This design comes from an exercise in tuning for small area, a short achievable clock period and few clock cycles on the open sky130 flow, not from production work. Only simulation tests tie the RTL to the original design; equivalence was not proved. The clock port is modelled as an ideal driver; clocking choices that lean on that would not hold on a real chip. Power is estimated from default activity; no workload was simulated.

==> flow/design.v (excerpt) <==
module wildcard_glob_matcher (
    input  wire               clk,
    input  wire               rst_n,
    input  wire               item_valid,
    output logic              item_ready,
    input  wire  [9:0]        item_in,
    output logic              result_valid,
    input  wire               result_ready,
    output logic [1:0]        result
);
    localparam int N  = wgm_pkg::MAX_PATTERN;
    localparam int NH = N / 8 + 1;
    wgm_pkg::item_t      item;
    assign item = wgm_pkg::item_t'(item_in);
    logic                ready_reg;
    logic                accept;
    assign item_ready = ready_reg;
    assign accept     = item_valid && ready_reg;
    logic                a_start;
    logic                a_pat;
    logic                a_text;
    logic                a_end;
    logic                a_star;
    logic [7:0]          a_ch;
    logic                a_we;
    logic [NH-1:0]       a_we_grp;
    always_ff @(posedge clk or negedge rst_n)
    begin
        if (!rst_n)
        begin
            a_start <= 1'b0;
            a_pat   <= 1'b0;
  ...
Size in the first run: ~2,300 cells after synthesis, roughly 18 I/O pins, roughly 0.031 mm^2 of cells after synthesis.
Settings: LEC_CHECK=0, CAP_MARGIN=20, CORE_MARGIN=2, CORE_UTILIZATION=60, CTS_BUF_LIST=sky130_fd_sc_hd__clkbuf_8 sky130_fd_sc_hd__clkbuf_16, CTS_CLUSTER_DIAMETER=100, CTS_CLUSTER_SIZE=30, SETUP_SLACK_MARGIN=1.65, SLEW_MARGIN=20, TNS_END_PERCENT=2; clock period 3.0 ns.
standard.sh (not shown) runs the stock make flow with config.mk's settings and CLKGATE_MAP_FILE= SYNTH_SCRIPT=/design/flow/synth_recipe.tcl, a recipe that flattens the netlist after the stock synthesis.
==> flow/flow/run.sh <==
#!/bin/bash
# Standard layout; after clock tree synthesis the tree's root buffer is taken out so the clock
# port drives the tree's first level directly, each first-level buffer is split in two by where
# its loads sit, and timing is repaired (instead of in cts).
set -euo pipefail
export BUFFER_PORTS_ARGS="-buffer_cell sky130_fd_sc_hd__buf_4"
export SKIP_CTS_REPAIR_TIMING=1
export POST_CTS_TCL="$PWD/flow/post_cts.tcl"
bash standard.sh > standard_flow.log 2>&1
Other scripts of this flow, unchanged in this note and not shown: flow/flow/post_cts.tcl
Testbench counts at the start, summed over its fixed seeds: cycles 56,359.
==> next run, changes <==
--- a/flow/flow/run.sh
+++ b/flow/flow/run.sh
@@ -6,4 +6,5 @@
 export BUFFER_PORTS_ARGS="-buffer_cell sky130_fd_sc_hd__buf_4"
 export SKIP_CTS_REPAIR_TIMING=1
+export SKIP_INCREMENTAL_REPAIR=1
 export POST_CTS_TCL="$PWD/flow/post_cts.tcl"
 bash standard.sh > standard_flow.log 2>&1
Settings changed: GPL_TIMING_DRIVEN set to 0, SETUP_SLACK_MARGIN 1.65 to 1.6, TNS_END_PERCENT 2 to 3.
After rerunning: The changed run ran to the end with no violations. Worst hold slack is better by 17 ps. Fmax went down by a few percent. Wire length went up by a quarter to a third. Total power climbs slightly. Utilization is lower by 0.54 points. Final cell count went up slightly.
==> next run, changes <==
--- a/flow/flow/run.sh
+++ b/flow/flow/run.sh
@@ -6,5 +6,4 @@
 export BUFFER_PORTS_ARGS="-buffer_cell sky130_fd_sc_hd__buf_4"
 export SKIP_CTS_REPAIR_TIMING=1
-export SKIP_INCREMENTAL_REPAIR=1
 export POST_CTS_TCL="$PWD/flow/post_cts.tcl"
 bash standard.sh > standard_flow.log 2>&1
Settings changed: CORE_UTILIZATION 60 to 70, GPL_TIMING_DRIVEN 0 to not set, PLACE_DENSITY set to 0.8.
Design area went up by a few percent.
Cell count went down slightly.
Wire length went down by about a fifth.
Clock skew went down by 11 ps.
Synthesized cell count stays the same.
First-iteration DRC count went down by roughly a tenth.
Sequential share of layout area went down by 1.2 points.
Critical path depth went up by 1.
Power went down by a few percent.
Core utilization went up by 13 points.
Global-route usage went down by 2.6 points.
==> next run, changes <==
Settings changed: CORE_UTILIZATION 70 to 60, PLACE_DENSITY 0.8 to not set, SETUP_SLACK_MARGIN 1.6 to 1.5, TNS_END_PERCENT 3 to not set.
After rerunning: Critical path depth is unchanged; register-to-register slack improves by 70 ps; power went up slightly; die area went up by about a fifth.

[port drivers added, routing unchanged]
Ports are ideal in the flow. The routed layouts listed here were re-timed in OpenROAD.
Step 1 assumes that a clkbuf_16 drives the clock port and a buf_2 every other input.
Step 2 times the ports against the registers' clock, not the clock port: input delays grow and output delays shrink by t, the midpoint of the rising clock arrivals with the driver on.
Slacks: no drivers / after step 1 / after step 2; pairs: no drivers / after step 1.
run | t (ns) | setup WS [ns] | hold slack, ns | slew at the worst register clock pin (ns)
the first run | 0.498 | 1.380 / 1.341 / 1.168 | 0.219 / 0.115 / 0.407 | 0.12 / 0.12
the second run | 0.508 | 1.299 / 1.299 / 0.999 | 0.236 / 0.128 / 0.394 | 0.12 / 0.12
the third run | 0.495 | 1.300 / 1.300 / 1.052 | 0.220 / 0.128 / 0.390 | 0.12 / 0.12
the fourth run | 0.504 | 1.372 / 1.325 / 1.057 | 0.211 / 0.106 / 0.360 | 0.12 / 0.12
After both steps every run listed still meets setup and hold. For the fourth run, which loses most, drivers alone change the setup slack by -0.047 ns; drivers and shift together by -0.315 ns.
